This design comes from an exercise in tuning for small area on the open sky130 flow, not from production work.
The RTL was checked by simulation tests, not by an equivalence proof against the original design.

==> v3 <==
Design luma_invert_via_yuv, start of the top module:
module luma_invert_via_yuv (
    input  wire logic       i_clk,
    input  wire logic       i_rst_n,
    input  wire logic       start,
    output logic            busy,
    input  wire logic [7:0] i_red_in,
    input  wire logic [7:0] i_green_in,
    input  wire logic [7:0] i_blue_in,
    input  wire logic [7:0] i_alpha_in,
    input  wire logic       i_last_in,
    output logic            o_valid,
    output logic [7:0]      o_red_out,
    output logic [7:0]      o_green_out,
    output logic [7:0]      o_blue_out,
    output logic [7:0]      o_alpha_out,
    output logic            o_last_out
);
Settings: LEC_CHECK=0, ABC_AREA=0, CAP_MARGIN=5, CORE_MARGIN=2, CORE_UTILIZATION=40, GPL_TIMING_DRIVEN=0, SLEW_MARGIN=5, SYNTH_HIERARCHICAL=1, SYNTH_MINIMUM_KEEP_SIZE=0; clock period 5.5 ns.
standard.sh (not shown) runs the stock make flow with config.mk's settings and CLKGATE_MAP_FILE= SYNTH_SCRIPT=/design/flow/synth_recipe.tcl, a recipe that flattens the netlist after the stock synthesis.
==> flow/flow/run.sh <==
#!/bin/bash
# Standard layout, with the smallest buffer cell for the port buffers and a
# clock tree of smaller buffers without dummy loads.
export BUFFER_PORTS_ARGS="-buffer_cell sky130_fd_sc_hd__buf_1"
export CTS_ARGS="-sink_clustering_enable -repair_clock_nets -dont_use_dummy_load -buf_list sky130_fd_sc_hd__clkbuf_8 -sink_clustering_size 12"
bash standard.sh > standard.log 2>&1
==> inputs of v38, as changes to v3 <==
Settings changed: CAP_MARGIN 5 to 20, GPL_TIMING_DRIVEN 0 to default, SLEW_MARGIN 5 to 20.
==> inputs of v18, as changes to v3 <==
==> flow/flow/run.sh (replaced) <==
#!/bin/bash
# Standard layout, with the smallest buffer cell for the port buffers and a
# clock tree of smaller buffers without dummy loads.
export BUFFER_PORTS_ARGS="-buffer_cell sky130_fd_sc_hd__buf_1"
export CTS_ARGS="-sink_clustering_enable -repair_clock_nets -dont_use_dummy_load -buf_list sky130_fd_sc_hd__clkbuf_8 -sink_clustering_size 30 -sink_clustering_max_diameter 200 -sink_clustering_levels 3"
bash standard.sh > standard.log 2>&1
Settings changed: CAP_MARGIN 5 to 20, GPL_TIMING_DRIVEN 0 to default, SLEW_MARGIN 5 to 20.
==> run summary <==
                                                                              v18                     v3                      v38
Outcome                                                  timing/DRC/antenna clean  timing/DRC/antenna clean  timing/DRC/antenna clean
RSZ-0062 raised after global routing                                        false                      -                    false
Reg2Reg Capture Point                                          f_dv_q3[5]$_DFF_P_     f_dv_q3[1]$_DFF_P_       f_dv_q3[5]$_DFF_P_
Most frequent cell on the critical path                   sky130_fd_sc_hd__a21o_1  sky130_fd_sc_hd__fa_1  sky130_fd_sc_hd__a21o_1
Layout overhead on the synthesized area                                    9.777%                 10.12%                   9.777%
Sequential standard cell area                                       0.003183 mm^2          0.003221 mm^2            0.003183 mm^2
Met1 Routed Length                                                       12.29 mm               11.97 mm                 12.29 mm
Final period demand of the worst path                                     5268 ps                5268 ps                  5268 ps
Non-Clock Buffer Area Fraction                                             3.650%                 3.700%                   3.650%
Routability Congestion                                                     0.8923                 0.8604                   0.8923
Detail Route met2 WL                                                     13.58 mm               12.71 mm                 13.58 mm

========
==> inputs of run a <==
Starting RTL as in the previous note.
export LEC_CHECK = 0
export ABC_AREA = 0
export CAP_MARGIN = 20
export CORE_MARGIN = 2
export CORE_UTILIZATION = 40
export SLEW_MARGIN = 20
export SYNTH_HIERARCHICAL = 1
export SYNTH_MINIMUM_KEEP_SIZE = 0
create_clock -name core_clock -period 5.5 [get_ports {i_clk}]
==> flow/flow/run.sh <==
#!/bin/bash
# Standard layout, with the smallest buffer cell for the port buffers and a
# clock tree of smaller buffers without dummy loads.
export BUFFER_PORTS_ARGS="-buffer_cell sky130_fd_sc_hd__buf_1"
export CTS_ARGS="-sink_clustering_enable -repair_clock_nets -dont_use_dummy_load -buf_list sky130_fd_sc_hd__clkbuf_8 -sink_clustering_size 16 -sink_clustering_max_diameter 60"
bash standard.sh > standard.log 2>&1
==> run b (differences from run a) <==
==> flow/flow/run.sh (replaced) <==
#!/bin/bash
# Standard layout, with the smallest buffer cell for the port buffers and a
# clock tree of smaller buffers without dummy loads.
export BUFFER_PORTS_ARGS="-buffer_cell sky130_fd_sc_hd__buf_1"
export CTS_ARGS="-sink_clustering_enable -repair_clock_nets -dont_use_dummy_load -buf_list sky130_fd_sc_hd__clkbuf_8 -sink_clustering_size 20"
bash standard.sh > standard.log 2>&1
==> results.py <==
metrics = {
    "outcome": {
        "outcome": "timing/DRC/antenna clean",
    },
    "detailed_routing": {
        "routed_wl_um": 28300,
        "dr_wl_met3_um": 1670,
    },
    "cells_and_area": {
        "top_register": "r_alpha",
        "clk_share_pct": 1.65,
        "fillers": 2865,
    },
    "yosys": {
        "yosysTopAreaCellShare_pct": 52.8,
        "yosys-mux-area-fraction_pct": 0,
    },
    "global_route": {
        "track_usage_pct": 18.2,
        "top_usage_layer": "met2",
    },
    "die": {
        "pin_count": 71,
    },
    "setup_path": {
        "path_depth": 14,
    },
}
Source of the figures above: run b

==> results.py <==
metrics = {
    "yosys": {
        "yosys-mux-area-fraction_pct": 0,
    },
    "cells_and_area": {
        "top_register": "r_alpha",
        "fillers": 2865,
    },
    "detailed_routing": {
        "routed_wl_um": 28300,
    },
    "setup_path": {
        "path_depth": 14,
    },
    "outcome": {
        "outcome": "timing/DRC/antenna clean",
    },
    "die": {
        "pin_count": 71,
    },
    "global_route": {
        "track_usage_pct": 18.2,
    },
}
Source of the figures above: run a

separate check: timing with driven ports:
No port has a modelled driver above. Below, the same layouts with a new extraction and two added sets of constraints.
Step 1 sets driving cells, clkbuf_16 on the clock port and buf_2 on the other inputs (assumed; they add their load-dependent delay and slew).
Step 2 moves the port delays by t, midway between the first and last clock arrival at a register: inputs arrive t later, outputs are due t later. That takes back most of the time a late clock gives input paths.
Slacks: no drivers / after step 1 / after step 2; pairs: no drivers / after step 1.
| run | t, ns | setup WS [ns] | hold slack, ns | clock arrival spread, ns |
|---|---|---|---|---|
| v3 | 0.478 | 0.232 / 0.198 / 0.232 | 0.321 / 0.321 / 0.321 | 0.041 / 0.041 |
| v38 | 0.479 | 0.232 / 0.188 / 0.393 | 0.312 / 0.312 / 0.312 | 0.040 / 0.040 |
| v18 | 0.479 | 0.232 / 0.188 / 0.393 | 0.312 / 0.312 / 0.312 | 0.040 / 0.040 |
| run a | 0.479 | 0.232 / 0.188 / 0.393 | 0.312 / 0.312 / 0.312 | 0.040 / 0.040 |
| run b | 0.479 | 0.232 / 0.188 / 0.393 | 0.312 / 0.312 / 0.312 | 0.040 / 0.040 |
After both steps every run listed still meets setup and hold.
